This is an optimization exercise on Yosys and OpenROAD, whose aim is small area, not a production implementation. The RTL was checked by simulation tests, not by an equivalence proof against the original design. Power and IR drop assume default switching activity.

$ cat config.mk
export PLATFORM = sky130hd
export DESIGN_NAME = aurora_lane_mapper
export DESIGN_NICKNAME = aurora_lane_mapper
export VERILOG_FILES = /design/flow/design.v
export SDC_FILE = /design/flow/constraint.sdc
export NUM_CORES = 4
export LEC_CHECK = 0
export CAP_MARGIN = 20
export CORE_AREA = 5 5 245 245
export DIE_AREA = 0 0 250 250
export SETUP_SLACK_MARGIN = 0.1
export SLEW_MARGIN = 20
export SYNTH_HIERARCHICAL = 1
$ cat constraint.sdc
create_clock -name core_clock -period 4.0 [get_ports {user_clk}]
set_input_delay 0.8000 -clock core_clock [delete_from_list [all_inputs] [get_ports {user_clk}]]
set_output_delay 0.8000 -clock core_clock [all_outputs]
set_load 0.01 [all_outputs]
$ cat design.v
package aurora_lane_pkg;
   localparam int unsigned MAX_LANES = 8;
   localparam int unsigned IDX_W     = 4;
   typedef enum logic [1:0] {
      ST_ACTIVE = 2'd0,
      ST_CHECK  = 2'd1,
      ST_BLANK  = 2'd2
   } lane_state_e;
   typedef logic [MAX_LANES-1:0][IDX_W-1:0] lane_vec_t;
   function automatic lane_vec_t identity_map(input int unsigned num_lanes);
      identity_map = '0;
      for (int unsigned i = 0; i < MAX_LANES; i++) begin
         if (i < num_lanes) identity_map[i] = IDX_W'(i);
      end
   endfunction
   function automatic logic map_is_perm(input lane_vec_t m, input int unsigned num_lanes);
      logic [MAX_LANES*IDX_W-1:0] f;
      f = m;
      map_is_perm = 1'b1;
      for (int i = 0; i < MAX_LANES; i++) begin
         if (i < num_lanes) begin
            if (32'(f[i*IDX_W +: IDX_W]) >= num_lanes) map_is_perm = 1'b0;
            for (int j = 0; j < MAX_LANES; j++) begin
               if ((j < i) && (f[j*IDX_W +: IDX_W] == f[i*IDX_W +: IDX_W])) map_is_perm = 1'b0;
            end
         end
      end
   endfunction
endpackage
module aurora_lane_oai2 (
   input  logic [1:0] dn,
   input  logic [1:0] sn,
   output logic       p
);
   assign p = ~(&(dn | sn));
endmodule
module aurora_lane_ao2 (
   input  logic [1:0] d,
   input  logic [1:0] s,
   input  logic       p,
   output logic       y
);
   assign y = (|(d & s)) | p;
endmodule
module aurora_lane_sel4 (
   input  logic [1:0] dn,
   input  logic [1:0] sn,
   input  logic [3:2] d,
   input  logic [3:2] s,
   output logic       y
);
   logic p;
   aurora_lane_oai2 u_a (.dn(dn), .sn(sn), .p(p));
   aurora_lane_ao2  u_b (.d(d), .s(s), .p(p), .y(y));
endmodule
module aurora_lane_xbar #(
   parameter int unsigned NUM_LANES = 4,
   parameter int unsigned DATA_W    = 64
) (
   input  logic [NUM_LANES*NUM_LANES-1:0] sel,
   input  logic [NUM_LANES*NUM_LANES-1:0] sel_n,
   input  logic [NUM_LANES*DATA_W-1:0]    in_data,
   input  logic [NUM_LANES-1:0]           in_valid,
   output logic [NUM_LANES*DATA_W-1:0]    out_data,
   output logic [NUM_LANES-1:0]           out_valid
);
   for (genvar i = 0; i < NUM_LANES; i++) begin : g_lane
      for (genvar b = 0; b < DATA_W; b++) begin : g_bit
         logic [3:0] d;
         for (genvar j = 0; j < NUM_LANES; j++) begin : g_in
            assign d[j] = in_data[j*DATA_W + b];
         end
         aurora_lane_sel4 u_sel (.dn(d[1:0]), .sn(sel_n[i*NUM_LANES +: 2]),
                                 .d(d[3:2]), .s(sel[i*NUM_LANES+2 +: 2]),
                                 .y(out_data[i*DATA_W + b]));
      end
      assign out_valid[i] = |(in_valid & sel[i*NUM_LANES +: NUM_LANES]);
   end
endmodule
module aurora_lane_mapper #(
   parameter int unsigned NUM_LANES    = 4,
   parameter int unsigned DATA_W       = 64,
   parameter int unsigned SEL_W        = $clog2(NUM_LANES),
   parameter int unsigned BLANK_CYCLES = 16
) (
   input  logic                        user_clk,
   input  logic                        reset,
   input  logic [NUM_LANES*SEL_W-1:0]  cfg_map,
   input  logic [NUM_LANES-1:0]        cfg_invert,
   input  logic                        cfg_valid,
   output logic                        cfg_ready,
   output logic                        cfg_err,
   output logic                        map_busy,
   output logic [NUM_LANES*SEL_W-1:0]  cur_map,
   input  logic [NUM_LANES*DATA_W-1:0] gt_rx_data,
   input  logic [NUM_LANES-1:0]        gt_rx_valid,
   output logic [NUM_LANES*DATA_W-1:0] au_rx_data,
   output logic [NUM_LANES-1:0]        au_rx_valid,
   input  logic [NUM_LANES*DATA_W-1:0] au_tx_data,
   input  logic [NUM_LANES-1:0]        au_tx_valid,
   output logic [NUM_LANES*DATA_W-1:0] gt_tx_data,
   output logic [NUM_LANES-1:0]        gt_tx_valid
);
   localparam int unsigned CNT_W = (BLANK_CYCLES > 1) ? $clog2(BLANK_CYCLES) : 1;
   localparam logic [CNT_W-1:0] CNT_LAST = CNT_W'(BLANK_CYCLES - 1);
   aurora_lane_pkg::lane_state_e state_q, state_d;
   logic [CNT_W-1:0] cnt_q;
   logic [NUM_LANES*SEL_W-1:0] ident_map;
   logic [NUM_LANES*SEL_W-1:0] shadow_map_q;
   logic [NUM_LANES*SEL_W-1:0] active_map_q;
   logic [NUM_LANES-1:0]       shadow_inv_q;
   logic [NUM_LANES-1:0]       active_inv_q;
   logic                       cfg_err_q;
   logic                       en_q;
   logic      map_ok;
   logic      accept;
   logic      blank_done;
   logic [NUM_LANES*NUM_LANES-1:0] sel_rx, sel_tx;
   logic [NUM_LANES-1:0]           rx_vin;
   logic [NUM_LANES*DATA_W-1:0] gt_rx_data_q, au_tx_data_q;
   logic [NUM_LANES-1:0]        gt_rx_valid_q, au_tx_valid_q;
   for (genvar g = 0; g < NUM_LANES; g++) begin : g_ident
      assign ident_map[g*SEL_W +: SEL_W] = SEL_W'(g);
   end
   assign accept     = (state_q == aurora_lane_pkg::ST_ACTIVE) && cfg_valid;
   assign blank_done = (state_q == aurora_lane_pkg::ST_BLANK) && (cnt_q == CNT_LAST);
   assign cur_map    = active_map_q;
   assign cfg_err    = cfg_err_q;
   always_comb begin
      map_ok = 1'b1;
      for (int i = 0; i < NUM_LANES; i++) begin
         if (32'(shadow_map_q[i*SEL_W +: SEL_W]) >= NUM_LANES) map_ok = 1'b0;
         for (int j = 0; j < i; j++) begin
            if (shadow_map_q[j*SEL_W +: SEL_W] == shadow_map_q[i*SEL_W +: SEL_W]) map_ok = 1'b0;
         end
      end
   end
   always_ff @(posedge user_clk or posedge reset) begin
      if (reset) state_q <= aurora_lane_pkg::ST_ACTIVE;
      else       state_q <= state_d;
   end
   always_comb begin
      state_d   = state_q;
      cfg_ready = 1'b0;
      map_busy  = 1'b0;
      case (state_q)
         aurora_lane_pkg::ST_ACTIVE: begin
            cfg_ready = 1'b1;
            if (cfg_valid) state_d = aurora_lane_pkg::ST_CHECK;
         end
         aurora_lane_pkg::ST_CHECK: begin
            map_busy = 1'b1;
            state_d  = map_ok ? aurora_lane_pkg::ST_BLANK : aurora_lane_pkg::ST_ACTIVE;
         end
         aurora_lane_pkg::ST_BLANK: begin
            map_busy = 1'b1;
            if (cnt_q == CNT_LAST) state_d = aurora_lane_pkg::ST_ACTIVE;
         end
         default: state_d = aurora_lane_pkg::ST_ACTIVE;
      endcase
   end
   always_ff @(posedge user_clk or posedge reset) begin
      if (reset) begin
         cnt_q        <= '0;
         active_map_q <= ident_map;
         active_inv_q <= '0;
         cfg_err_q    <= 1'b0;
         en_q         <= 1'b0;
      end else begin
         cfg_err_q <= (state_q == aurora_lane_pkg::ST_CHECK) && !map_ok;
         cnt_q     <= ((state_q == aurora_lane_pkg::ST_BLANK) && !blank_done) ? cnt_q + 1'b1 : '0;
         en_q      <= (state_q != aurora_lane_pkg::ST_BLANK);
         if (blank_done) begin
            active_map_q <= shadow_map_q;
            active_inv_q <= shadow_inv_q;
         end
      end
   end
   always_comb begin
      rx_vin = '0;
      for (int unsigned i = 0; i < NUM_LANES; i++) begin
         for (int unsigned j = 0; j < NUM_LANES; j++) begin
            sel_rx[i*NUM_LANES+j] = en_q && (active_map_q[i*SEL_W +: SEL_W] == SEL_W'(j));
            sel_tx[j*NUM_LANES+i] = sel_rx[i*NUM_LANES+j];
            rx_vin[j] = rx_vin[j] | ((active_map_q[i*SEL_W +: SEL_W] == SEL_W'(j)) & active_inv_q[i]);
         end
      end
   end
   always_ff @(posedge user_clk) begin
      if (accept) begin
         shadow_map_q <= cfg_map;
         shadow_inv_q <= cfg_invert;
      end
   end
   localparam logic [NUM_LANES*DATA_W-1:0] STORE_INV = {{(NUM_LANES-2)*DATA_W{1'b0}}, {2*DATA_W{1'b1}}};
   logic [NUM_LANES*DATA_W-1:0] rx_flip, tx_flip;
   for (genvar g = 0; g < NUM_LANES; g++) begin : g_flip
      assign rx_flip[g*DATA_W +: DATA_W] = {DATA_W{rx_vin[g]}};
      assign tx_flip[g*DATA_W +: DATA_W] = {DATA_W{active_inv_q[g]}};
   end
   always_ff @(posedge user_clk) begin
      gt_rx_data_q  <= gt_rx_data ^ rx_flip ^ STORE_INV;
      gt_rx_valid_q <= gt_rx_valid;
      au_tx_data_q  <= au_tx_data ^ tx_flip ^ STORE_INV;
      au_tx_valid_q <= au_tx_valid;
   end
   aurora_lane_xbar #(
      .NUM_LANES (NUM_LANES),
      .DATA_W    (DATA_W)
   ) u_rx_xbar (
      .sel       (sel_rx),
      .sel_n     (~sel_rx),
      .in_data   (gt_rx_data_q),
      .in_valid  (gt_rx_valid_q),
      .out_data  (au_rx_data),
      .out_valid (au_rx_valid)
   );
   aurora_lane_xbar #(
      .NUM_LANES (NUM_LANES),
      .DATA_W    (DATA_W)
   ) u_tx_xbar (
      .sel       (sel_tx),
      .sel_n     (~sel_tx),
      .in_data   (au_tx_data_q),
      .in_valid  (au_tx_valid_q),
      .out_data  (gt_tx_data),
      .out_valid (gt_tx_valid)
   );
endmodule
$ cat flow/run.sh
#!/bin/bash
# Standard ORFS flow (standard.sh) with these changes:
#  - plain buf_1 cells as the port buffers, kept (dont_touch) from placement to the end;
#  - the synthesized combinational cells swapped to their smallest size after floorplan;
#  - pins placed one track apart, so the die can be smaller;
#  - clock tree from clkbuf_8 in clusters of up to 16 sinks, without dummy loads.
HERE=$(cd "$(dirname "$0")" && pwd)
export BUFFER_PORTS_ARGS="-buffer_cell sky130_fd_sc_hd__buf_1"
export POST_FLOORPLAN_TCL="$HERE/downsize.tcl"
export POST_GLOBAL_PLACE_TCL="$HERE/keep_port_buffers.tcl"
export PRE_FINAL_REPORT_TCL="$HERE/release_port_buffers.tcl"
export PLACE_PINS_ARGS="-min_distance 1 -min_distance_in_tracks"
export CTS_ARGS="-sink_clustering_enable -repair_clock_nets -dont_use_dummy_load -sink_clustering_size 16 -sink_clustering_max_diameter 60 -buf_list {sky130_fd_sc_hd__clkbuf_8}"
bash standard.sh > standard.log 2>&1
$ cat flow/downsize.tcl
# Swap each combinational cell for the smallest-area cell of the same function
# (same base name, same pins), e.g. a221oi_2 -> a221oi_1. Timing repair later
# upsizes cells again where a path needs it. Registers are left as they are.
set db [ord::get_db]
set block [ord::get_db_block]
set dont_use [expr {[info exists ::env(DONT_USE_CELLS)] ? $::env(DONT_USE_CELLS) : ""}]
proc pin_sig {m} {
  set names {}
  foreach t [$m getMTerms] { lappend names [$t getName] }
  return [lsort $names]
}
array set best {}
foreach lib [$db getLibs] {
  foreach m [$lib getMasters] {
    set n [$m getName]
    if {[lsearch -exact $dont_use $n] >= 0} { continue }
    if {![regexp {^(sky130_fd_sc_hd__[a-z0-9]+)_[0-9]+$} $n -> base]} { continue }
    set area [expr {[$m getWidth] * [$m getHeight]}]
    set key "$base|[pin_sig $m]"
    if {![info exists best($key)] || $area < [lindex $best($key) 1]} {
      set best($key) [list $m $area]
    }
  }
}
set swapped 0
foreach inst [$block getInsts] {
  set m [$inst getMaster]
  set n [$m getName]
  if {![regexp {^(sky130_fd_sc_hd__[a-z0-9]+)_[0-9]+$} $n -> base]} { continue }
  if {[regexp {^sky130_fd_sc_hd__(s?df|s?edf|dl|clk|conb|tap|fill|decap|diode)} $n]} { continue }
  set key "$base|[pin_sig $m]"
  if {![info exists best($key)]} { continue }
  lassign $best($key) bm barea
  if {$barea < [$m getWidth] * [$m getHeight]} {
    $inst swapMaster $bm
    incr swapped
  }
}
puts "downsize.tcl: swapped $swapped instances to smaller cells"
$ cat flow/keep_port_buffers.tcl
# Keep the port buffers that buffer_ports inserted: timing repair may not
# remove or resize them, so every input and output port keeps its own buffer.
# Connect their supply pins first; release_port_buffers.tcl clears the flag
# again before the final report.
global_connect
set n 0
foreach inst [[ord::get_db_block] getInsts] {
  if {[regexp {^(input|output)[0-9]+$} [$inst getName]]} {
    $inst setDoNotTouch 1
    incr n
  }
}
puts "keep_port_buffers.tcl: marked $n port buffers dont_touch"
$ cat flow/release_port_buffers.tcl
# Clear the dont_touch flag set by keep_port_buffers.tcl before the final
# global_connect and the final netlist and DEF are written.
set n 0
foreach inst [[ord::get_db_block] getInsts] {
  if {[$inst isDoNotTouch]} {
    $inst setDoNotTouch 0
    incr n
  }
}
puts "release_port_buffers.tcl: cleared dont_touch on $n instances"
$ cat standard.sh
#!/bin/bash
# synth_recipe.tcl (not shown) runs the flow's synth.tcl, then flattens the netlist and writes it again
# the make line also repeats each setting of config.mk as NAME=value (left out here)
make -C /OpenROAD-flow-scripts/flow DESIGN_CONFIG=/design/flow/config.mk WORK_HOME=/design/flow/orfs CLKGATE_MAP_FILE= SYNTH_SCRIPT=/design/flow/synth_recipe.tcl "${@:-finish}"
==> reports/metrics.csv, run 1 <==
stage,metric,value,unit
timing,Tcrit/Tclk final,98.57,%
routing,# DRC,0,
routing,drt via density,6.830,
worst_setup_path,CP Class,reg2out,
job,max-cap viol count,0,
floorplanning,Die H,250,um
layout,"commonest non-fill, non-tap cell in the layout",buf_1,
synth,Yosys reg bits,552,
timing,Max Clk Rate,0.2536,GHz
timing,post-route minimum period,3943,ps
worst_setup_path,r2r endpoint,gt_rx_data_q[151]$_DFF_P_,
synth,"Primary FF master, synth",dfxtp_1,
routing,Starting DRT DRC Count,3796,
clocking,CTS tree,done,
global_route,vias in the first global route,27510,
layout,post-layout util,55.49,%
global_route,Global Route Usage Sum,41.04,%
synth,Post-synth EDFFs,12,
timing,unrepaired setup endpoints after global routing,true,
timing,Final Slew Violations,0,
layout,layout cells sized above 1,5.121,%
clocking,Sink Count,552,
worst_setup_path,CP startpoint kind,flop,
worst_setup_path,"reg-to-reg slack, setup",1460,ps
worst_setup_path,Worst EP required,3200,ps
power,sequential power share,47.9,%
power,Int Pwr,8.333,mW
worst_setup_path,FF-to-FF path depth,5,
placed_design,DPL Wire Length,86180,um
floorplanning,Starting Density,44.55,%
worst_setup_path,worst stage delay on the critical path,570,ps
routing,DRT Pass-1 Iters,8,
timing,Clock Skew,44.33,ps
clocking,clk buf depth,3,
clocking,clk slew on worst S/H paths,90,ps
power,Peak VDD IR,0.0002799,V
clocking,htree depth,2,
global_route,initial antenna violation count,86,
synth,post-synth cell types,41,
worst_setup_path,CP Cell Sequence,or3b_2 > buf_6 > buf_4 > o22ai_1 > a221o_1 > buf_1,
timing,endpoints failing setup,0,
synth,syn nets,2831,
clocking,clk root buf,clkbuf_8,
synth,Async SR Flop Fraction,3.623,%
worst_setup_path,Setup crit end kind,output port,
synth,Yosys warnings,7,
floorplanning,Die Wd,250,um
placed_design,PortBufs,1065,
floorplanning,row cnt,88,
floorplanning,Core ar.,57370,um^2
clocking,clock latency on the worst-skew pair,670,ps
routing,WL/cell,32.63,um
floorplanning,Die ar.,62500,um^2
synth,Post-Syn Area,25560,um^2
timing,Rel. slew slack,26.98,%
power,pwr dens,407.3,nW/um^2
run_status,status,no timing/DRC/antenna violations,
routing,post-route ant nets,0,
layout,nets,3958,
worst_setup_path,Critical Path Fanout Max,45,
worst_setup_path,slowest cell on the critical path,dfrtp_4,
power,Clock power frac,22.8,%
layout,"commonest non-fill, non-tap cells in the layout","1065 x buf_1, 520 x dfxtp_1, 517 x o22ai_1, 512 x a221o_1, 321 x xnor2_1",
clocking,clock buffer count from CTS,48,
timing,Worst-Margin Slew,1095,ps
worst_setup_path,worst setup path endpoint,au_rx_data[189],
power,Power Total,12.96,mW
clocking,hold bufs inserted after CTS,0,
global_route,GRT overflow,0,
worst_setup_path,Worst R2R Start,active_inv_q[2]$_DFFE_PP0P_,
timing,final hold vios,0,
global_route,largest net degree at the start of global routing,107,
power,switching part of the total,35.72,%
routing,total number of vias,29012,
hold_path,Hold WC Path Type,in2async,
floorplanning,I/O pin count,1066,
power,Pleak,11.19,nW
global_route,first-pass GRT wire length,194300,um
synth,post-synthesis cell count,2292,
timing,Min Hold Slack,223.3,ps
synth,mean area per synthesized cell,11.15,um^2
power,sw power,4.630,mW
synth,"Seq/Total Area, Yosys",44.12,%
power,combinational share of power,29.2,%
worst_setup_path,Critical Path Source,en_q$_DFF_PP0_,
routing,total routed wirelength,138600,um
worst_setup_path,WP data arrival,3140,ps
layout,Area growth syn-to-layout,24.55,%
power groups by stage:
stage	logic, mW	registers [mW]	clock network, mW
floorplan	1.98	6.23	0
global placement	3.53	6.30	0
detailed placement	3.55	6.32	0
CTS	3.59	6.20	2.99
global route	3.89	6.26	3.17
finish	3.79	6.21	2.96
sequential cells by signal, summed over array words and instances (netlist names):
name,cells
cnt_q,4
au_tx_data_q,256
gt_rx_data_q,256
shadow_inv_q,4
cfg_err_q,1
gt_rx_valid_q,4
au_tx_valid_q,4
en_q,1
shadow_map_q,8
active_inv_q,4
state_q,2
active_map_q,8
critical path: cells and delay by family (launching register included):
family | cells | cell delay (ps)
compound gates | 2 | 320
simple gates | 1 | 510
buf+inv | 3 | 1020
flops | 1 | 570
Yosys stat by module, one instance, submodules excluded, a selection:
module	flip-flops and latches	cell area, um^2
aurora_lane_ao2	0	10.01
aurora_lane_mapper	552	17080
aurora_lane_oai2	0	6.256
per-stage QoR:
| stage | TNS (ps) | instance area (um^2) | setup WS [ps] | std cells |
|---|---|---|---|---|
| 2_1_floorplan | -75470 | 25600 | -458.5 | 2292 |
| 3_5_place_dp | 0 | 30850 | 704.5 | 4122 |
| 3_3_place_gp | 0 | 30850 | 728.7 | 4122 |
| 6_report | 0 | 31830 | 57.19 | 4248 |
| 4_1_cts | 0 | 31590 | 10.75 | 4177 |
| 5_1_grt | 0 | 31810 | 6.660 | 4239 |
cell usage after synthesis (5+ instances only):
cell type | instances | share of area (%)
dfrtp_1 | 16 | 1.6
buf_12 | 6 | 0.47
edfxtp_1 | 12 | 1.4
dfxtp_1 | 520 | 41
inv_1 | 21 | 0.31
buf_8 | 6 | 0.35
o22ai_1 | 517 | 13
a22oi_1 | 16 | 0.47
buf_2 | 30 | 0.59
nand2_1 | 20 | 0.29
nand3b_1 | 6 | 0.18
mux2_2 | 12 | 0.53
nor2_1 | 5 | 0.073
nand3_1 | 8 | 0.16
a221o_1 | 512 | 20
buf_6 | 13 | 0.57
clkbuf_1 | 6 | 0.088
xnor2_1 | 321 | 11
xor2_1 | 205 | 7.0
how the worst min path moves through the flow:
stage          slack, ps                     endpoint               start  cells past startpoint
6_report             220  active_inv_q[0]$_DFFE_PP0P_               reset                      2
2_1_floorplan        430           cnt_q[0]$_DFF_PP0_  cnt_q[0]$_DFF_PP0_                      1
3_3_place_gp         450           cnt_q[0]$_DFF_PP0_  cnt_q[0]$_DFF_PP0_                      1
3_5_place_dp         470           cnt_q[0]$_DFF_PP0_  cnt_q[0]$_DFF_PP0_                      1
4_1_cts              180     au_tx_valid_q[2]$_DFF_P_      au_tx_valid[2]                      1
5_1_grt              220     gt_rx_valid_q[1]$_DFF_P_      gt_rx_valid[1]                      1
layer usage:
layer / wire (um) / vias up / GRT usage, %
met3: 19740 / 690 / 17.82
met2: 57280 / 2653 / 57.69
met1: 48620 / 13768 / 48.93
met4: 12670 / 44 / 31.69
li1: - / 11857 / -
met5: 309 / - / 1.158
final cells by class:
| type | instances | area [um^2] |
|---|---|---|
| Antenna cell | 66 | 165.2 |
| Multi-Input combinational cell | 1658 | 13740 |
| Inverter | 21 | 97.59 |
| Clock buffer | 48 | 660.6 |
| Timing Repair Buffer | 1136 | 4891 |
| Timing Repair inverter | 2 | 12.51 |
| Tap cell | 765 | 957.2 |
| Fill cell | 5439 | 25530 |
| Sequential cell | 552 | 11300 |
kinds of logic (layout without fill, tap and decap cells):
family	count (synthesis)	in the layout	share of synthesized area, %
and+or+nand+nor	59	63	1.283
buffers and inverters	86	1207	2.463
adders and majority gates	4	4	0.1958
DFF	552	552	44.12
muxes	12	12	0.5287
AOI/OAI and AO/OA	1053	1053	33.38
xor gates and xnor gates	526	526	18.03
other	0	66	0
repair_timing:
item	in CTS	in global routing
cloned	4	2
resized for setup	5	11
setup endpoints to repair	236	87
pin swaps	1	0
setup buffers	3	3
==> run 2, diff against run 1 <==
==> config.mk (replaced) <==
export PLATFORM = sky130hd
export DESIGN_NAME = aurora_lane_mapper
export DESIGN_NICKNAME = aurora_lane_mapper
export VERILOG_FILES = /design/flow/design.v
export SDC_FILE = /design/flow/constraint.sdc
export NUM_CORES = 4
export LEC_CHECK = 0
export CAP_MARGIN = 5
export CORE_AREA = 5 5 230 230
export DIE_AREA = 0 0 235 235
export SETUP_SLACK_MARGIN = 0.1
export SLEW_MARGIN = 5
export SYNTH_HIERARCHICAL = 1
==> reports/metrics.csv, run 2 <==
stage,metric,value,unit
power,Power Total,12.86,mW
floorplanning,Core ar.,50170,um^2
layout,nets,3948,
power,pwr dens,406.7,nW/um^2
synth,Area contributors post-synth,"dfxtp_1 41%, a221o_1 20%, o22ai_1 13%",
floorplanning,I/O pin count,1066,
synth,syn nets,2831,
clocking,clk buf depth,3,
synth,"Seq/Total Area, Yosys",44.12,%
synth,"Primary FF master, synth",dfxtp_1,
global_route,Global Route Usage Sum,47.08,%
routing,drt via density,7.116,
layout,Filler cells,4545,
routing,WL/cell,33.43,um
timing,Tcrit/Tclk final,98.19,%
timing,final hold vios,0,
synth,Yosys warnings,7,
layout,cell area after layout,31610,um^2
timing,post-route minimum period,3927,ps
floorplanning,Die Wd,235,um
synth,Post-Syn Area,25560,um^2
layout,post-layout util,63.01,%
floorplanning,Die H,235,um
timing,Min Hold Slack,217.3,ps
synth,mean area per synthesized cell,11.15,um^2
placed_design,placed inst area,30700,um^2
power,sw power,4.575,mW
synth,Async SR Flop Fraction,3.623,%
power,Pleak,11.14,nW
routing,DRT Pass-1 Iters,7,
power,Clock power frac,22.5,%
power,Int Pwr,8.282,mW
routing,total number of vias,29468,
clocking,clock latency on the worst-skew pair,690,ps
run_status,status,no timing/DRC/antenna violations,
layout,Top Registers,"au_tx_data_q (256), gt_rx_data_q (256)",
worst_setup_path,CP Class,reg2out,
placed_design,PortBufs,1065,
synth,Yosys top cell by area,dfxtp_1,
timing,Max Clk Rate,0.2546,GHz
global_route,initial antenna violation count,91,
synth,post-synth cell types,41,
routing,total routed wirelength,138400,um
global_route,first-pass GRT wire length,197500,um
clocking,clk slew on worst S/H paths,100,ps
layout,Area growth syn-to-layout,23.69,%
timing,Worst-Margin Slew,1247,ps
synth,Post-synth EDFFs,12,
placed_design,DPL Wire Length,87920,um
power,switching part of the total,35.58,%
floorplanning,Die ar.,55230,um^2
clocking,clk root buf,clkbuf_8,
worst_setup_path,WP data arrival,3130,ps
synth,post-synthesis cell count,2292,
layout,Reg area,11300,um^2
timing,Clock Skew,82.75,ps
global_route,vias in the first global route,27551,
global_route,largest net degree at the start of global routing,100,
timing,Final Slew Violations,0,
worst_setup_path,Worst EP required,3200,ps
timing,endpoints failing setup,0,
power,combinational share of power,28.9,%
layout,"commonest non-fill, non-tap cell in the layout",buf_1,
timing,unrepaired setup endpoints after global routing,false,
worst_setup_path,Critical Path Fanout Max,43,
layout,layout cells sized above 1,4.843,%
layout,"commonest non-fill, non-tap cells in the layout","1065 x buf_1, 520 x dfxtp_1, 517 x o22ai_1, 512 x a221o_1, 321 x xnor2_1",
global_route,GRT overflow,0,
clocking,htree depth,2,
routing,post-route ant nets,0,
job,max-cap viol count,0,
synth,Yosys reg bits,552,
worst_setup_path,CP startpoint kind,flop,
power,Peak VDD IR,0.0002987,V
clocking,clock buffer count from CTS,46,
clocking,CTS tree,done,
routing,# DRC,0,
power,sequential power share,48.7,%
timing,Rel. slew slack,16.86,%
worst_setup_path,Setup crit end kind,output port,
floorplanning,row cnt,82,
routing,Starting DRT DRC Count,4495,
synth,post-synth top area share,40.73,%
floorplanning,Starting Density,50.94,%
layout,area of the multi-input gates,13740,um^2
synth,most frequent cell after synthesis,dfxtp_1,
hold_path,Hold WC Path Type,in2reg,
synth,most common library cells after synthesis,"520 x dfxtp_1, 517 x o22ai_1, 512 x a221o_1",
clocking,Sink Count,552,
==> run 2: per-layer routing <==
metal  vias up  GRT usage (%)  part of all wire (%)
li1      11839              -                     -
met1     13767          52.99                    33
met2      2943          65.05                    41
met3       857          27.11                    16
met4        62          35.78                   9.9
met5         -          3.377                  0.30
==> run 2: through the flow <==
stage,cells,setup WS [ps],TNS [ps]
finish,4141,72.55,0
global route,4118,107.2,0
CTS,4073,112.3,0
detailed placement,4023,694.9,0
global placement,4023,757.7,0
floorplan,2292,-458.5,-75470
==> run 2: Yosys stat by module, one instance, submodules excluded, a selection <==
module	cells inside	times used
aurora_lane_ao2	1	512
aurora_lane_mapper	1244	1
aurora_lane_oai2	1	512
==> run 2: what timing repair did <==
action	CTS	global route
resized for setup	3	8
endpoints found under the setup margin	119	147
setup buffers	3	4
hold buffers	0	0
cloned	1	2
pin swaps	0	1
==> run 2: cell families after synthesis <==
| logic type | after synthesis | synth area share [%] |
|---|---|---|
| AO/OA/AOI/OAI | 1053 | 33.38 |
| flip-flops | 552 | 44.12 |
| XOR/XNOR | 526 | 18.03 |
| buffers and inverters | 86 | 2.463 |
| AND/OR/NAND/NOR | 59 | 1.283 |
| multiplexers | 12 | 0.5287 |
| adder cells (fa/ha/maj) | 4 | 0.1958 |
==> run 2: worst max-delay path: stages, from the launching register on <==
cell and delay [ps]:
dfrtp_2 570, or3b_4 590, buf_4 560, o22ai_1 210, a221o_1 350, buf_1 140
==> run 2: area by class of cell <==
cell class,instances,area share (%)
multi-input cells,1656,43.48
flip-flops and latches,552,35.73
repair buffers,1131,15.32
well taps,672,2.660
clock buffers,46,2.003
diodes,62,0.4908
inverters,21,0.3048
repair inverters,1,0.01583
==> run 2: power groups by stage <==
stage / logic (mW) / clock network [mW] / registers [mW]
6_report: 3.71 / 2.89 / 6.26
5_1_grt: 3.80 / 3.09 / 6.30
4_1_cts: 3.49 / 2.88 / 6.23
3_5_place_dp: 3.46 / 0 / 6.35
3_3_place_gp: 3.45 / 0 / 6.33
2_1_floorplan: 1.98 / 0 / 6.23
==> run 2: path summary, 6_finish.rpt <==
| kind | start | end | slack, ps | cells past startpoint |
|---|---|---|---|---|
| max in group asynchronous | reset | active_inv_q[2]$_DFFE_PP0P_ | 3140 | 2 |
| setup reg to reg | active_inv_q[2]$_DFFE_PP0P_ | gt_rx_data_q[181]$_DFF_P_ | 1500 | 5 |
| hold / removal | gt_rx_valid[0] | gt_rx_valid_q[0]$_DFF_P_ | 220 | 1 |
| min in group asynchronous | reset | active_inv_q[0]$_DFFE_PP0P_ | 240 | 2 |
| hold reg to reg | shadow_inv_q[0]$_DFFE_PP_ | active_inv_q[0]$_DFFE_PP0P_ | 470 | 1 |
| setup / recovery | en_q$_DFF_PP0_ | au_rx_data[144] | 70 | 5 |
==> run 3, diff against run 2 <==
--- a/config.mk
+++ b/config.mk
@@ -6,8 +6,8 @@
 export NUM_CORES = 4
 export LEC_CHECK = 0
 export CAP_MARGIN = 5
-export CORE_AREA = 5 5 230 230
-export DIE_AREA = 0 0 235 235
+export CORE_AREA = 5 5 215 215
+export DIE_AREA = 0 0 220 220
 export SETUP_SLACK_MARGIN = 0.1
 export SLEW_MARGIN = 5
 export SYNTH_HIERARCHICAL = 1
==> reports/metrics.csv, run 3 <==
stage,metric,value,unit
floorplanning,Die Wd,220,um
synth,post-synth top area share,40.73,%
run_status,status,aborted with a tool error,
synth,Yosys top cell by area,dfxtp_1,
global_route,GRT overflow,2,
synth,"Seq/Total Area, Yosys",44.12,%
floorplanning,I/O pin count,1066,
clocking,htree depth,2,
run_status,Fail Step,global routing,
clocking,clk buf depth,3,
synth,Area contributors post-synth,"dfxtp_1 41%, a221o_1 20%, o22ai_1 13%",
clocking,post-CTS sizing,0,
placed_design,PortBufs,1065,
synth,most frequent cell after synthesis,dfxtp_1,
synth,Async SR Flop Fraction,3.623,%
synth,"Primary FF master, synth",dfxtp_1,
synth,post-synth cell types,41,
global_route,first-pass GRT wire length,188700,um
global_route,vias in the first global route,29108,
synth,Yosys reg bits,552,
global_route,largest net degree at the start of global routing,79,
global_route,Global Route Usage Sum,52.41,%
floorplanning,Die H,220,um
floorplanning,Starting Density,58.17,%
clocking,clk root buf,clkbuf_8,
synth,most common library cells after synthesis,"520 x dfxtp_1, 517 x o22ai_1, 512 x a221o_1",
run_status,stop err,[ERROR GRT-0116] Global routing finished with congestion. Check the congestion regions in the DRC Viewer.,
clocking,hold bufs inserted after CTS,0,
clocking,Sink Count,552,
placed_design,placed inst area,30500,um^2
synth,post-synthesis cell count,2292,
synth,mean area per synthesized cell,11.15,um^2
floorplanning,row cnt,77,
synth,syn nets,2831,
synth,Yosys warnings,7,
synth,Post-Syn Area,25560,um^2
clocking,setup bufs post-CTS,0,
clocking,clock buffer count from CTS,46,
synth,Post-synth EDFFs,12,
placed_design,DPL Wire Length,79790,um
run 3: worst min-delay path by stage:
| stage | start | end | slack (ps) | cells past startpoint |
|---|---|---|---|---|
| after floorplan | cnt_q[0]$_DFF_PP0_ | cnt_q[0]$_DFF_PP0_ | 430 | 1 |
| after detailed placement | cnt_q[0]$_DFF_PP0_ | cnt_q[0]$_DFF_PP0_ | 460 | 1 |
| after global placement | cnt_q[0]$_DFF_PP0_ | cnt_q[0]$_DFF_PP0_ | 450 | 1 |
| after CTS | au_tx_valid[3] | au_tx_valid_q[3]$_DFF_P_ | 210 | 1 |
run 3: cells by family after synthesis:
kind of cell,Yosys count,share of synthesized area [%]
AOI/OAI and AO/OA,1053,33.38
xor gates and xnor gates,526,18.03
adders and majority gates,4,0.1958
buffers and inverters,86,2.463
DFF,552,44.12
muxes,12,0.5287
and+or+nand+nor,59,1.283
run 3: layer usage:
| metal | track usage, % | overflow |
|---|---|---|
| met1 | 57.48 | 0 |
| met2 | 73.35 | 1 |
| met3 | 27.81 | 0 |
| met4 | 44.37 | 1 |
| met5 | 6.771 | 0 |
run 3: power by group through the flow:
stage | Clock [mW] | Combinational [mW] | Sequential [mW]
after detailed placement | 0 | 3.45 | 6.32
after floorplan | 0 | 1.98 | 6.23
after CTS | 2.85 | 3.46 | 6.19
after global placement | 0 | 3.42 | 6.29
run 3: modules after synthesis, one instance, submodules excluded, excerpt:
module / flip-flops and latches / times used
aurora_lane_ao2: 0 / 512
aurora_lane_mapper: 552 / 1
aurora_lane_oai2: 0 / 512
run 3: stage by stage:
step,instances,setup TNS [ps],setup WS (ps)
after CTS,3988,0,115.7
after global placement,3942,0,866.4
after floorplan,2292,-75470,-458.5
after detailed placement,3942,0,817.5
==> run 4, diff against run 3 <==
--- a/design.v
+++ b/design.v
@@ -111,11 +111,12 @@
    logic [NUM_LANES-1:0]       shadow_inv_q;
    logic [NUM_LANES-1:0]       active_inv_q;
    logic                       cfg_err_q;
-   logic                       en_q;
    logic      map_ok;
    logic      accept;
    logic      blank_done;
+   logic [NUM_LANES*NUM_LANES-1:0] sel_q, sel_d;
    logic [NUM_LANES*NUM_LANES-1:0] sel_rx, sel_tx;
+   logic [NUM_LANES*SEL_W-1:0]     map_d;
    logic [NUM_LANES-1:0]           rx_vin;
    logic [NUM_LANES*DATA_W-1:0] gt_rx_data_q, au_tx_data_q;
    logic [NUM_LANES-1:0]        gt_rx_valid_q, au_tx_valid_q;
@@ -165,23 +166,26 @@
          active_map_q <= ident_map;
          active_inv_q <= '0;
          cfg_err_q    <= 1'b0;
-         en_q         <= 1'b0;
+         sel_q        <= '0;
       end else begin
          cfg_err_q <= (state_q == aurora_lane_pkg::ST_CHECK) && !map_ok;
          cnt_q     <= ((state_q == aurora_lane_pkg::ST_BLANK) && !blank_done) ? cnt_q + 1'b1 : '0;
-         en_q      <= (state_q != aurora_lane_pkg::ST_BLANK);
+         sel_q     <= sel_d;
          if (blank_done) begin
             active_map_q <= shadow_map_q;
             active_inv_q <= shadow_inv_q;
          end
       end
    end
+   assign map_d = blank_done ? shadow_map_q : active_map_q;
    always_comb begin
       rx_vin = '0;
       for (int unsigned i = 0; i < NUM_LANES; i++) begin
          for (int unsigned j = 0; j < NUM_LANES; j++) begin
-            sel_rx[i*NUM_LANES+j] = en_q && (active_map_q[i*SEL_W +: SEL_W] == SEL_W'(j));
-            sel_tx[j*NUM_LANES+i] = sel_rx[i*NUM_LANES+j];
+            sel_d[i*NUM_LANES+j] = (state_q != aurora_lane_pkg::ST_BLANK) &&
+                                   (map_d[i*SEL_W +: SEL_W] == SEL_W'(j));
+            sel_rx[i*NUM_LANES+j] = sel_q[i*NUM_LANES+j];
+            sel_tx[j*NUM_LANES+i] = sel_q[i*NUM_LANES+j];
             rx_vin[j] = rx_vin[j] | ((active_map_q[i*SEL_W +: SEL_W] == SEL_W'(j)) & active_inv_q[i]);
          end
       end
==> config.mk (replaced) <==
export PLATFORM = sky130hd
export DESIGN_NAME = aurora_lane_mapper
export DESIGN_NICKNAME = aurora_lane_mapper
export VERILOG_FILES = /design/flow/design.v
export SDC_FILE = /design/flow/constraint.sdc
export NUM_CORES = 4
export LEC_CHECK = 0
export CAP_MARGIN = 20
export CORE_AREA = 5 5 245 245
export DIE_AREA = 0 0 250 250
export SETUP_SLACK_MARGIN = 0.1
export SLEW_MARGIN = 20
export SYNTH_HIERARCHICAL = 1
==> reports/metrics.csv, run 4 <==
stage,metric,value,unit
timing,Final Slew Violations,0,
timing,Tcrit/Tclk final,90.09,%
power,pwr dens,412.7,nW/um^2
placed_design,DPL Wire Length,90160,um
timing,Worst-Margin Slew,1163,ps
clocking,clk slew on worst S/H paths,110,ps
timing,final worst setup slack,396.3,ps
timing,endpoints failing setup,0,
timing,post-route minimum period,3604,ps
routing,drt via density,6.835,
floorplanning,Die Wd,250,um
run_status,status,no timing/DRC/antenna violations,
floorplanning,row cnt,88,
synth,Post-Syn Area,26280,um^2
worst_setup_path,CP startpoint kind,flop,
routing,DRT Pass-1 Iters,8,
global_route,Global Route Usage Sum,40.40,%
clocking,clk root buf,clkbuf_8,
global_route,first-pass GRT wire length,192200,um
synth,mean area per synthesized cell,11.43,um^2
floorplanning,I/O pin count,1066,
timing,Max Clk Rate,0.2775,GHz
routing,total routed wirelength,137900,um
power,Pleak,11.52,nW
routing,WL/cell,32.53,um
layout,"commonest non-fill, non-tap cell in the layout",buf_1,
worst_setup_path,CP Class,reg2out,
worst_setup_path,Critical Path Fanout Max,48,
floorplanning,Starting Density,45.82,%
layout,Filler cells,5317,
hold_path,Hold WC Path Type,in2async,
layout,"commonest non-fill, non-tap cells in the layout","1065 x buf_1, 520 x dfxtp_1, 515 x o22ai_1, 512 x a221o_1, 334 x xor2_1",
global_route,vias in the first global route,27320,
timing,Clock Skew,35.62,ps
clocking,post-CTS sizing,0,
clocking,clk buf depth,3,
layout,nets,3945,
placed_design,"worst slack, placed",1223,ps
timing,Rel. slew slack,22.44,%
synth,post-synthesis cell count,2300,
floorplanning,Die ar.,62500,um^2
clocking,CTS tree,done,
global_route,GRT overflow,0,
clocking,clock latency on the worst-skew pair,690,ps
worst_setup_path,Setup crit end kind,output port,
floorplanning,Core ar.,57370,um^2
clocking,setup bufs post-CTS,0,
clocking,clock buffer count from CTS,49,
global_route,largest net degree at the start of global routing,67,
synth,syn nets,2839,
layout,Area growth syn-to-layout,21.54,%
routing,Starting DRT DRC Count,4139,
layout,layout cells sized above 1,4.612,%
layout,Top Registers,"au_tx_data_q (256), gt_rx_data_q (256), sel_q (16)",
routing,total number of vias,28965,
clocking,Sink Count,567,
placed_design,PortBufs,1065,
job,max-cap viol count,0,
clocking,hold bufs inserted after CTS,0,
timing,final hold vios,0,
timing,unrepaired setup endpoints after global routing,false,
power,Peak VDD IR,0.0003374,V
floorplanning,Die H,250,um
routing,# DRC,0,
worst_setup_path,WP data arrival,2800,ps
worst_setup_path,Worst EP required,3200,ps
timing,TNS Setup,0,ps
worst_setup_path,"reg-to-reg slack, setup",1530,ps
global_route,initial antenna violation count,95,
synth,Yosys warnings,7,
routing,post-route ant nets,0,
clocking,htree depth,2,
run 4: power by group:
part | switching, mW | internal (mW)
clock network | 1.97 | 1.09
logic | 2.33 | 1.36
registers | 0.415 | 6.02
run 4: cell type report:
class / instances / area, um^2 / share of cell area, %
well taps: 765 / 957.2 / 2.996
repair buffers: 1126 / 4731 / 14.81
diodes: 69 / 172.7 / 0.5405
inverters: 15 / 66.31 / 0.2076
multi-input cells: 1647 / 13650 / 42.74
flip-flops and latches: 567 / 11690 / 36.60
clock buffers: 49 / 674.4 / 2.111
run 4: worst paths after layout:
check                                  startpoint                           to  depth (start not counted)
min reg2reg                    cnt_q[0]$_DFF_PP0_           cnt_q[0]$_DFF_PP0_                          1
min                                         reset           sel_q[9]$_DFF_PP0_                          2
max in group asynchronous                   reset    active_map_q[2]$_DFF_PP1_                          3
min in group core_clock            au_tx_valid[1]     au_tx_valid_q[1]$_DFF_P_                          1
max                           sel_q[10]$_DFF_PP0_              au_rx_data[183]                          3
max reg2reg                state_q[0]$_DFFE_PP0P_  active_inv_q[1]$_DFFE_PP0N_                          4
run 4: critical path, cell delays in order, from the launching register on:
cell and delay (ps):
dfrtp_4 990, buf_4 530, a221o_1 370, buf_1 190
run 4: stage by stage:
step / area (um^2) / instances / power [mW] / util, % / hold WS, ps
after global routing: 31890 / 4217 / 13.52 / 55.59 / 181.7
after global placement: 31100 / 4120 / 10.03 / 54.21 / 450.2
after detailed placement: 31100 / 4120 / 10.05 / 54.21 / 465.9
after CTS: 31770 / 4169 / 13.02 / 55.39 / 161.0
final: 31940 / 4238 / 13.18 / 55.69 / 151.6
after floorplan: 26280 / 2300 / 8.369 / - / 433.1
run 4: routing by layer:
| metal | GRT usage [%] | routed length [um] |
|---|---|---|
| met1 | 48.26 | 48610 |
| met2 | 58.86 | 57770 |
| met3 | 21.71 | 22640 |
| met4 | 20.57 | 8335 |
| met5 | 1.236 | 516 |
==> run 5, diff against run 4 <==
==> config.mk (replaced) <==
export PLATFORM = sky130hd
export DESIGN_NAME = aurora_lane_mapper
export DESIGN_NICKNAME = aurora_lane_mapper
export VERILOG_FILES = /design/flow/design.v
export SDC_FILE = /design/flow/constraint.sdc
export NUM_CORES = 4
export LEC_CHECK = 0
export CAP_MARGIN = 5
export CORE_AREA = 5 5 230 230
export DIE_AREA = 0 0 235 235
export SETUP_SLACK_MARGIN = 0.1
export SLEW_MARGIN = 5
export SYNTH_HIERARCHICAL = 1
==> reports/metrics.csv, run 5 <==
stage,metric,value,unit
floorplanning,Die ar.,55230,um^2
power,combinational share of power,28.2,%
worst_setup_path,Setup crit end kind,output port,
layout,cell area after layout,31670,um^2
layout,nets,3939,
placed_design,PortBufs,1065,
placed_design,DPL Wire Length,86520,um
layout,Area growth syn-to-layout,20.48,%
global_route,GRT overflow,0,
power,switching part of the total,35.66,%
timing,Min Hold Slack,219.4,ps
clocking,clk root buf,clkbuf_8,
timing,endpoints failing setup,0,
timing,Worst-Margin Slew,1284,ps
power,Peak VDD IR,0.0002875,V
global_route,vias in the first global route,27595,
worst_setup_path,CP Class,reg2out,
clocking,htree depth,2,
synth,syn nets,2839,
clocking,hold bufs inserted after CTS,0,
routing,total routed wirelength,134000,um
power,sequential power share,49.1,%
synth,Post-Syn Area,26280,um^2
worst_setup_path,CP startpoint kind,flop,
power,Power Total,13.09,mW
worst_setup_path,Worst EP required,3200,ps
clocking,Sink Count,567,
worst_setup_path,Critical Path Fanout Max,42,
layout,layout cells sized above 1,4.414,%
clocking,setup bufs post-CTS,0,
timing,Clock Skew,30.73,ps
power,pwr dens,413.4,nW/um^2
floorplanning,Core ar.,50170,um^2
floorplanning,Starting Density,52.39,%
worst_setup_path,WP data arrival,2860,ps
clocking,clock latency on the worst-skew pair,680,ps
routing,Starting DRT DRC Count,4243,
routing,WL/cell,32.48,um
layout,"commonest non-fill, non-tap cell in the layout",buf_1,
placed_design,placed inst area,30880,um^2
clocking,clock buffer count from CTS,47,
routing,drt via density,7.085,
hold_path,Hold WC Path Type,in2async,
timing,post-route minimum period,3660,ps
job,max-cap viol count,0,
layout,Filler cells,4304,
power,sw power,4.667,mW
floorplanning,I/O pin count,1066,
clocking,clk slew on worst S/H paths,100,ps
routing,post-route ant nets,0,
floorplanning,row cnt,82,
layout,Top Registers,"au_tx_data_q (256), gt_rx_data_q (256), sel_q (16)",
global_route,largest net degree at the start of global routing,67,
routing,total number of vias,29238,
timing,TNS Setup,0,ps
run_status,status,no timing/DRC/antenna violations,
synth,Yosys warnings,7,
layout,"commonest non-fill, non-tap cells in the layout","1065 x buf_1, 520 x dfxtp_1, 515 x o22ai_1, 512 x a221o_1, 334 x xor2_1",
floorplanning,Die Wd,235,um
synth,post-synthesis cell count,2300,
timing,Max Clk Rate,0.2732,GHz
power,Clock power frac,22.7,%
global_route,Global Route Usage Sum,44.92,%
clocking,clk buf depth,3,
power,Pleak,11.46,nW
timing,Tcrit/Tclk final,91.50,%
timing,unrepaired setup endpoints after global routing,false,
global_route,initial antenna violation count,75,
routing,# DRC,0,
global_route,first-pass GRT wire length,190900,um
routing,DRT Pass-1 Iters,7,
clocking,post-CTS sizing,0,
timing,Final Slew Violations,0,
clocking,CTS tree,done,
timing,Rel. slew slack,14.40,%
synth,mean area per synthesized cell,11.43,um^2
power,Int Pwr,8.422,mW
floorplanning,Die H,235,um
timing,final hold vios,0,
==> run 5: worst paths after layout <==
path                                             start                        end  slack (ps)  cells after the start
hold reg to reg                     cnt_q[0]$_DFF_PP0_         cnt_q[0]$_DFF_PP0_         490                      1
hold / removal                                   reset        sel_q[10]$_DFF_PP0_         220                      2
setup reg to reg           active_inv_q[2]$_DFFE_PP0N_  gt_rx_data_q[186]$_DFF_P_        1080                      4
max in group asynchronous                        reset  active_map_q[2]$_DFF_PP1_        3000                      3
setup / recovery                    sel_q[4]$_DFF_PP0_             gt_tx_data[55]         340                      5
min in group core_clock                 gt_rx_valid[0]   gt_rx_valid_q[0]$_DFF_P_         260                      1
==> run 5: power by group through the flow <==
stage          Clock, mW  Combinational (mW)  Sequential (mW)
4_1_cts             2.97                3.50             6.41
3_3_place_gp           0                3.45             6.52
3_5_place_dp           0                3.48             6.54
5_1_grt             3.16                3.76             6.47
6_report            2.97                3.69             6.43
2_1_floorplan          0                1.84             6.53
==> run 5: critical path, stage by stage (launching register included) <==
cell	delay [ps]
dfrtp_1	430
inv_4	490
buf_4	550
o22ai_1	200
a221o_1	320
buf_1	160
==> run 5: area by class of cell <==
cell class	count	area, um^2	share of cell area (%)
multi-input cells	1647	13650	43.11
diodes	57	142.6	0.4505
inverters	15	66.31	0.2094
clock buffers	47	646.9	2.043
well taps	672	840.8	2.655
repair buffers	1122	4626	14.61
flip-flops and latches	567	11690	36.92
==> run 5: metal layers <==
layer | part of all wire [%] | wire (um) | vias to the layer above | GRT usage (%)
met5 | 0.31 | 421 | - | 3.550
met4 | 7.4 | 9871 | 46 | 26.28
met3 | 17 | 22590 | 652 | 22.37
met2 | 42 | 56120 | 2974 | 65.60
met1 | 34 | 45030 | 13765 | 53.10
li1 | - | - | 11801 | -
==> run 5: per-stage QoR <==
step,util [%],setup slack [ps],std cells
global placement,61.54,1124,4023
CTS,62.83,429.5,4070
floorplan,-,338.1,2300
global route,63.03,317.3,4109
detailed placement,61.54,1182,4023
finish,63.12,339.8,4127
==> run 6, diff against run 5 <==
--- a/config.mk
+++ b/config.mk
@@ -6,8 +6,9 @@
 export NUM_CORES = 4
 export LEC_CHECK = 0
 export CAP_MARGIN = 5
-export CORE_AREA = 5 5 230 230
-export DIE_AREA = 0 0 235 235
+export CORE_AREA = 5 5 215 215
+export DIE_AREA = 0 0 220 220
+export PLACE_DENSITY = 0.8
 export SETUP_SLACK_MARGIN = 0.1
 export SLEW_MARGIN = 5
 export SYNTH_HIERARCHICAL = 1
==> reports/metrics.csv, run 6 <==
stage,metric,value,unit
timing,endpoints failing setup,0,
worst_setup_path,CP startpoint kind,flop,
synth,Post-Syn Area,26280,um^2
worst_setup_path,worst setup path endpoint,au_rx_data[236],
floorplanning,Starting Density,59.83,%
worst_setup_path,Critical Path Source,sel_q[12]$_DFF_PP0_,
timing,final hold vios,0,
timing,unrepaired setup endpoints after global routing,false,
clocking,hold bufs inserted after CTS,0,
clocking,clock buffer count from CTS,45,
routing,total routed wirelength,127900,um
global_route,vias in the first global route,27634,
hold_path,Worst Hold Launch,au_tx_valid[3],
routing,post-route ant nets,0,
clocking,clk root buf,clkbuf_8,
worst_setup_path,CP Cell Sequence,inv_2 > buf_4 > o22ai_1 > a221o_1 > buf_1,
power,Peak VDD IR,0.0002891,V
job,max-cap viol count,0,
placed_design,"worst slack, placed",1200,ps
worst_setup_path,FF-to-FF path depth,4,
worst_setup_path,CP Class,reg2out,
clocking,post-CTS sizing,0,
layout,Area growth syn-to-layout,19.84,%
timing,post-route minimum period,3669,ps
timing,TNS Setup,0,ps
clocking,CTS tree,done,
run_status,status,no timing/DRC/antenna violations,
global_route,largest net degree at the start of global routing,80,
floorplanning,Die H,220,um
floorplanning,Core ar.,43930,um^2
routing,total number of vias,29864,
global_route,initial antenna violation count,65,
placed_design,PortBufs,1065,
hold_path,Hold WC Path Type,in2reg,
worst_setup_path,"reg-to-reg slack, setup",1840,ps
clocking,Sink Count,567,
layout,Filler cells,3432,
placed_design,DPL Wire Length,79370,um
synth,post-synthesis cell count,2300,
timing,Max Clk Rate,0.2725,GHz
layout,"commonest non-fill, non-tap cells in the layout","1065 x buf_1, 520 x dfxtp_1, 515 x o22ai_1, 512 x a221o_1, 334 x xor2_1",
worst_setup_path,Setup crit end kind,output port,
global_route,GRT overflow,0,
worst_setup_path,Crit path max-delay family,buffers and inverters,
worst_setup_path,CP Buf/Inv Count,3,
timing,Worst-Margin Slew,1194,ps
floorplanning,I/O pin count,1066,
worst_setup_path,worst stage delay on the critical path,680,ps
clocking,clk slew on worst S/H paths,110,ps
timing,Final Slew Violations,0,
floorplanning,row cnt,77,
clocking,clock latency on the worst-skew pair,680,ps
worst_setup_path,r2r endpoint,gt_rx_data_q[52]$_DFF_P_,
clocking,setup bufs post-CTS,0,
worst_setup_path,WP data arrival,2870,ps
timing,Tcrit/Tclk final,91.74,%
timing,Rel. slew slack,20.41,%
global_route,Global Route Usage Sum,49.77,%
routing,Starting DRT DRC Count,5957,
floorplanning,Die ar.,48400,um^2
synth,mean area per synthesized cell,11.43,um^2
synth,Yosys warnings,7,
routing,drt via density,7.399,
timing,Clock Skew,36.73,ps
layout,nets,3931,
timing,final worst setup slack,330.6,ps
worst_setup_path,Worst R2R Start,active_inv_q[0]$_DFFE_PP0N_,
clocking,clk buf depth,3,
layout,layout cells sized above 1,4.189,%
routing,WL/cell,31.68,um
power,Pleak,11.42,nW
routing,# DRC,0,
worst_setup_path,Worst EP required,3200,ps
global_route,first-pass GRT wire length,182700,um
layout,Top Registers,"au_tx_data_q (256), gt_rx_data_q (256), sel_q (16)",
layout,"commonest non-fill, non-tap cell in the layout",buf_1,
worst_setup_path,Crit. path cell count,5,
worst_setup_path,Critical Path Fanout Max,37,
synth,syn nets,2839,
power,pwr dens,411.2,nW/um^2
clocking,htree depth,2,
routing,DRT Pass-1 Iters,10,
floorplanning,Die Wd,220,um
worst_setup_path,slowest cell on the critical path,inv_2,
==> run 6: cell count changes in the layout (fill, tap and decap cells not counted), sizes merged <==
cell / delta
buf: -6
diode: -3
clkbuf: -2
==> run 6: through the flow <==
step / instances / cell area, um^2 / utilization, % / hold WS [ps] / power (mW)
final: 4036 / 31500 / 71.70 / 213.3 / 12.95
after global routing: 4020 / 31460 / 71.61 / 203.7 / 13.25
after CTS: 3982 / 31360 / 71.39 / 194.2 / 12.66
after detailed placement: 3937 / 30740 / 69.98 / 467.8 / 9.909
after global placement: 3937 / 30740 / 69.98 / 445.5 / 9.855
after floorplan: 2300 / 26280 / - / 433.1 / 8.369
==> run 6: how the worst min path moves through the flow <==
stage                                    end  slack, ps  cells after the start
floorplan                 cnt_q[0]$_DFF_PP0_        430                      1
finish              au_tx_valid_q[3]$_DFF_P_        210                      1
CTS                 au_tx_valid_q[3]$_DFF_P_        190                      1
global route        au_tx_valid_q[3]$_DFF_P_        200                      1
global placement          cnt_q[0]$_DFF_PP0_        450                      1
detailed placement        cnt_q[0]$_DFF_PP0_        470                      1
==> run 6: where the power goes <==
| part | switching [mW] | internal, mW | leakage (nW) |
|---|---|---|---|
| logic | 2.28 | 1.35 | 6.18 |
| clock network | 1.89 | 1.01 | 0.324 |
| registers | 0.406 | 6.02 | 4.92 |
==> run 6: layout make-up <==
type / instances / area, um^2 / area share, %
flip-flops and latches: 567 / 11690 / 37.12
inverters: 15 / 66.31 / 0.2105
well taps: 592 / 740.7 / 2.352
multi-input cells: 1647 / 13650 / 43.34
diodes: 54 / 135.1 / 0.4290
clock buffers: 45 / 619.3 / 1.966
repair buffers: 1116 / 4593 / 14.58
==> run 6: routing by layer <==
| metal | share of wire [%] | global-route usage [%] | up-vias |
|---|---|---|---|
| met5 | 0.25 | 5.313 | - |
| met4 | 9.8 | 35.24 | 38 |
| met3 | 17 | 25.04 | 956 |
| met2 | 42 | 72.10 | 3376 |
| met1 | 31 | 56.36 | 13689 |
| li1 | - | - | 11805 |
==> run 7, diff against run 6 <==
--- a/config.mk
+++ b/config.mk
@@ -8,7 +8,6 @@
 export CAP_MARGIN = 5
 export CORE_AREA = 5 5 215 215
 export DIE_AREA = 0 0 220 220
-export PLACE_DENSITY = 0.8
 export SETUP_SLACK_MARGIN = 0.1
 export SLEW_MARGIN = 5
 export SYNTH_HIERARCHICAL = 1
==> reports/metrics.csv, run 7 <==
stage,metric,value,unit
run_status,status,no timing/DRC/antenna violations,
synth,mean area per synthesized cell,11.43,um^2
routing,total routed wirelength,131500,um
layout,area of the multi-input gates,13650,um^2
power,combinational share of power,28.5,%
worst_setup_path,WP data arrival,2850,ps
clocking,Sink Count,567,
routing,Starting DRT DRC Count,5312,
global_route,Global Route Usage Sum,51.38,%
layout,Reg area,11690,um^2
clocking,CTS tree,done,
timing,TNS Setup,0,ps
clocking,hold bufs inserted after CTS,0,
hold_path,Hold WC Path Type,in2reg,
layout,Area growth syn-to-layout,19.94,%
synth,Yosys warnings,7,
floorplanning,I/O pin count,1066,
floorplanning,Starting Density,59.83,%
worst_setup_path,Worst EP required,3200,ps
timing,Final Slew Violations,0,
power,sequential power share,49.4,%
routing,total number of vias,29912,
synth,Post-Syn Area,26280,um^2
power,Int Pwr,8.378,mW
layout,Filler cells,3411,
power,Peak VDD IR,0.0003939,V
global_route,first-pass GRT wire length,186300,um
timing,Min Hold Slack,229.7,ps
global_route,largest net degree at the start of global routing,67,
floorplanning,Core ar.,43930,um^2
clocking,htree depth,2,
timing,unrepaired setup endpoints after global routing,false,
timing,endpoints failing setup,0,
layout,Top Registers,"au_tx_data_q (256), gt_rx_data_q (256), sel_q (16)",
clocking,clock latency on the worst-skew pair,690,ps
synth,post-synthesis cell count,2300,
power,sw power,4.618,mW
timing,Tcrit/Tclk final,91.36,%
global_route,vias in the first global route,27625,
timing,Max Clk Rate,0.2736,GHz
global_route,GRT overflow,0,
layout,final std cells w/o fill,4040,
clocking,setup bufs post-CTS,0,
placed_design,DPL Wire Length,80190,um
worst_setup_path,Critical Path Fanout Max,37,
routing,drt via density,7.404,
routing,WL/cell,32.55,um
worst_setup_path,CP Class,reg2out,
power,switching part of the total,35.54,%
layout,nets,3939,
layout,layout cells sized above 1,4.414,%
placed_design,PortBufs,1065,
worst_setup_path,CP startpoint kind,flop,
power,pwr dens,412.3,nW/um^2
layout,"commonest non-fill, non-tap cell in the layout",buf_1,
clocking,clk root buf,clkbuf_8,
worst_setup_path,Setup crit end kind,output port,
routing,post-route ant nets,0,
routing,DRT Pass-1 Iters,8,
power,Power Total,13.00,mW
floorplanning,row cnt,77,
global_route,initial antenna violation count,60,
floorplanning,Die ar.,48400,um^2
synth,syn nets,2839,
power,Pleak,11.44,nW
floorplanning,Die H,220,um
timing,Rel. slew slack,21.40,%
routing,# DRC,0,
placed_design,Placed Cells,3945,
clocking,clk slew on worst S/H paths,100,ps
job,max-cap viol count,0,
timing,final hold vios,0,
power,Clock power frac,22.2,%
clocking,clock buffer count from CTS,45,
timing,Worst-Margin Slew,1179,ps
timing,Clock Skew,73.80,ps
layout,"commonest non-fill, non-tap cells in the layout","1065 x buf_1, 520 x dfxtp_1, 515 x o22ai_1, 512 x a221o_1, 334 x xor2_1",
clocking,post-CTS sizing,0,
clocking,clk buf depth,3,
floorplanning,Die Wd,220,um
timing,post-route minimum period,3655,ps
run 7: power groups by stage:
| stage | clock [mW] | combinational, mW | sequential, mW |
|---|---|---|---|
| 3_3_place_gp | 0 | 3.38 | 6.49 |
| 5_1_grt | 3.05 | 3.77 | 6.46 |
| 6_report | 2.88 | 3.70 | 6.42 |
| 4_1_cts | 2.85 | 3.43 | 6.39 |
| 2_1_floorplan | 0 | 1.84 | 6.53 |
| 3_5_place_dp | 0 | 3.42 | 6.52 |
run 7: per-stage QoR:
| stage | instance area [um^2] | worst slack [ps] | utilization [%] |
|---|---|---|---|
| finish | 31520 | 345.4 | 71.75 |
| global placement | 30780 | 1159 | 70.06 |
| global route | 31490 | 339.1 | 71.68 |
| CTS | 31400 | 466.7 | 71.47 |
| detailed placement | 30780 | 1166 | 70.06 |
| floorplan | 26280 | 338.1 | - |
run 7: final cells by class:
type,count,area share (%)
well taps,592,2.350
multi-input cells,1647,43.31
inverters,15,0.2104
repair buffers,1124,14.68
diodes,50,0.3969
flip-flops and latches,567,37.09
clock buffers,45,1.965
run 7: worst paths after layout:
| check | start | to | slack [ps] | cells past startpoint |
|---|---|---|---|---|
| min in group asynchronous | reset | cnt_q[2]$_DFF_PP0_ | 320 | 2 |
| worst min-delay path | gt_rx_valid[0] | gt_rx_valid_q[0]$_DFF_P_ | 230 | 1 |
| worst max-delay path | sel_q[8]$_DFF_PP0_ | au_rx_data[171] | 350 | 5 |
| worst min register to register | cnt_q[0]$_DFF_PP0_ | cnt_q[0]$_DFF_PP0_ | 480 | 1 |
| worst max register to register | state_q[0]$_DFFE_PP0P_ | active_inv_q[2]$_DFFE_PP0N_ | 1550 | 4 |
| max in group asynchronous | reset | active_inv_q[0]$_DFFE_PP0N_ | 2890 | 2 |
run 7: layer usage:
layer / wire [um] / GRT usage, % / up-vias
met1: 40630 / 56.39 / 13907
met4: 13680 / 39.78 / 42
met5: 402 / 5.938 / -
met2: 55050 / 73.15 / 3186
met3: 21720 / 28.12 / 958
li1: - / - / 11819
run 7: worst max-delay path, cell delays in order (launching register included):
cell and delay [ps]:
dfrtp_2 420, inv_2 680, buf_4 410, o22ai_1 130, a221o_1 360, buf_1 170
==> run 8, diff against run 7 <==
--- a/config.mk
+++ b/config.mk
@@ -8,6 +8,7 @@
 export CAP_MARGIN = 5
 export CORE_AREA = 5 5 215 215
 export DIE_AREA = 0 0 220 220
+export PLACE_DENSITY = 0.45
 export SETUP_SLACK_MARGIN = 0.1
 export SLEW_MARGIN = 5
 export SYNTH_HIERARCHICAL = 1
==> reports/metrics.csv, run 8 <==
stage,metric,value,unit
worst_setup_path,worst stage delay on the critical path,680,ps
timing,Max Clk Rate,0.2736,GHz
clocking,clk root buf,clkbuf_8,
power,sw power,4.618,mW
clocking,hold bufs inserted after CTS,0,
worst_setup_path,Crit path max-delay family,buffers and inverters,
layout,nets,3939,
layout,Area growth syn-to-layout,19.94,%
global_route,first-pass GRT wire length,186300,um
hold_path,Hold WC Path Type,in2reg,
layout,Top Registers,"au_tx_data_q (256), gt_rx_data_q (256), sel_q (16)",
timing,post-route minimum period,3655,ps
clocking,clk slew on worst S/H paths,100,ps
global_route,GRT overflow,0,
clocking,htree depth,2,
clocking,clk buf depth,3,
layout,"commonest non-fill, non-tap cells in the layout","1065 x buf_1, 520 x dfxtp_1, 515 x o22ai_1, 512 x a221o_1, 334 x xor2_1",
routing,total number of vias,29912,
global_route,vias in the first global route,27625,
layout,layout cells sized above 1,4.414,%
job,max-cap viol count,0,
worst_setup_path,CP startpoint kind,flop,
timing,unrepaired setup endpoints after global routing,false,
power,Peak VDD IR,0.0003939,V
synth,syn nets,2839,
clocking,clock buffer count from CTS,45,
layout,post-layout util,71.75,%
global_route,initial antenna violation count,60,
routing,total routed wirelength,131500,um
clocking,post-CTS sizing,0,
timing,Worst-Margin Slew,1179,ps
clocking,Sink Count,567,
routing,DRT Pass-1 Iters,8,
power,Pleak,11.44,nW
worst_setup_path,Setup crit end kind,output port,
power,switching part of the total,35.54,%
layout,"commonest non-fill, non-tap cell in the layout",buf_1,
floorplanning,row cnt,77,
power,sequential power share,49.4,%
timing,Final Slew Violations,0,
worst_setup_path,CP Class,reg2out,
routing,# DRC,0,
floorplanning,Die H,220,um
routing,post-route ant nets,0,
placed_design,PortBufs,1065,
worst_setup_path,CP Cell Sequence,inv_2 > buf_4 > o22ai_1 > a221o_1 > buf_1,
worst_setup_path,Worst EP required,3200,ps
timing,Tcrit/Tclk final,91.36,%
power,pwr dens,412.3,nW/um^2
synth,post-synthesis cell count,2300,
floorplanning,I/O pin count,1066,
power,Clock power frac,22.2,%
timing,endpoints failing setup,0,
synth,Post-Syn Area,26280,um^2
worst_setup_path,Critical Path Fanout Max,37,
power,Int Pwr,8.378,mW
routing,drt via density,7.404,
timing,Rel. slew slack,21.40,%
routing,WL/cell,32.55,um
routing,Starting DRT DRC Count,5312,
clocking,CTS tree,done,
synth,Yosys warnings,7,
floorplanning,Die Wd,220,um
clocking,setup bufs post-CTS,0,
timing,final hold vios,0,
worst_setup_path,CP Buf/Inv Count,3,
synth,mean area per synthesized cell,11.43,um^2
worst_setup_path,WP data arrival,2850,ps
floorplanning,Starting Density,59.83,%
global_route,largest net degree at the start of global routing,67,
run_status,status,no timing/DRC/antenna violations,
floorplanning,Die ar.,48400,um^2
timing,TNS Setup,0,ps
power,combinational share of power,28.5,%
global_route,Global Route Usage Sum,51.38,%
clocking,clock latency on the worst-skew pair,690,ps
timing,Clock Skew,73.80,ps
floorplanning,Core ar.,43930,um^2
layout,Filler cells,3411,
placed_design,DPL Wire Length,80190,um
worst_setup_path,slowest cell on the critical path,inv_2,
-- run 8: cell counts in the layout (fill, tap and decap cells not counted) --
No cell type changed its count.
-- run 8: final cells by class --
class,count,area [um^2],area share (%)
diodes,50,125.1,0.3969
clock buffers,45,619.3,1.965
inverters,15,66.31,0.2104
multi-input cells,1647,13650,43.31
flip-flops and latches,567,11690,37.09
well taps,592,740.7,2.350
repair buffers,1124,4628,14.68
-- run 8: worst register-to-register path, delay by kind of cell, from the launching register on --
family                   cells  cell delay (ps)
buffers and inverters        1               80
flip-flops                   1              400
multiplexers                 1              520
adder cells (fa/ha/maj)      1              630
AND/OR/NAND/NOR              1              710
-- run 8: metal layers --
metal  part of all wire, %  GRT usage [%]  wire, um
met4                    10          39.78     13680
met1                    31          56.39     40630
met2                    42          73.15     55050
met3                    17          28.12     21720
met5                  0.31          5.938       402
-- run 8: through the flow --
| stage | hold WS [ps] | cell area (um^2) | worst slack, ps | power (mW) | instances |
|---|---|---|---|---|---|
| after floorplan | 433.1 | 26280 | 338.1 | 8.369 | 2300 |
| after global placement | 453.6 | 30780 | 1159 | 9.873 | 3945 |
| after detailed placement | 465.1 | 30780 | 1166 | 9.940 | 3945 |
| after CTS | 194.7 | 31400 | 466.7 | 12.67 | 3990 |
| after global routing | 217.1 | 31490 | 339.1 | 13.28 | 4027 |
| final | 229.7 | 31520 | 345.4 | 13.00 | 4040 |
-- run 8: worst paths after layout --
check,start,to,slack (ps),depth (start not counted)
worst max-delay path,sel_q[8]$_DFF_PP0_,au_rx_data[171],350,5
worst min-delay path,gt_rx_valid[0],gt_rx_valid_q[0]$_DFF_P_,230,1
worst min register to register,cnt_q[0]$_DFF_PP0_,cnt_q[0]$_DFF_PP0_,480,1
max in group asynchronous,reset,active_inv_q[0]$_DFFE_PP0N_,2890,2
min in group asynchronous,reset,cnt_q[2]$_DFF_PP0_,320,2
worst max register to register,state_q[0]$_DFFE_PP0P_,active_inv_q[2]$_DFFE_PP0N_,1550,4
-- run 8: power groups by stage --
stage | sequential, mW | clock [mW] | combinational (mW)
after CTS | 6.39 | 2.85 | 3.43
after floorplan | 6.53 | 0 | 1.84
after global routing | 6.46 | 3.05 | 3.77
after detailed placement | 6.52 | 0 | 3.42
final | 6.42 | 2.88 | 3.70
after global placement | 6.49 | 0 | 3.38

## static timing again, ports no longer ideal
The results above use ideal ports. As a check the final layouts listed here were re-extracted and re-timed, cells and wires unchanged.
Step 1: set_driving_cell puts a clkbuf_16 on user_clk and a buf_2 on each other input, an assumption about the parent block.
Step 2 moves the port delays by t, midway between the first and last clock arrival at a register: inputs arrive t later, outputs are due t later. That takes back most of the time a late clock gives input paths.
Slacks: no drivers / after step 1 / after step 2; pairs: no drivers / after step 1.
run	t (ns)	setup slack, ns	worst setup path after step 2	worst data-port slew with drivers (ns)
run 1	0.718	0.057 / -0.007 / 0.711	register to output	0.27
run 2	0.715	0.073 / 0.012 / 0.726	register to output	0.28
run 4	0.742	0.396 / 0.334 / 1.076	register to output	0.18
run 5	0.726	0.340 / 0.282 / 1.008	register to output	0.26
run 6	0.720	0.331 / 0.270 / 0.990	register to output	0.27
run 7	0.720	0.345 / 0.289 / 1.009	register to output	0.30
run 8	0.720	0.345 / 0.289 / 1.009	register to output	0.30
After both steps setup and hold are still met in every run listed.
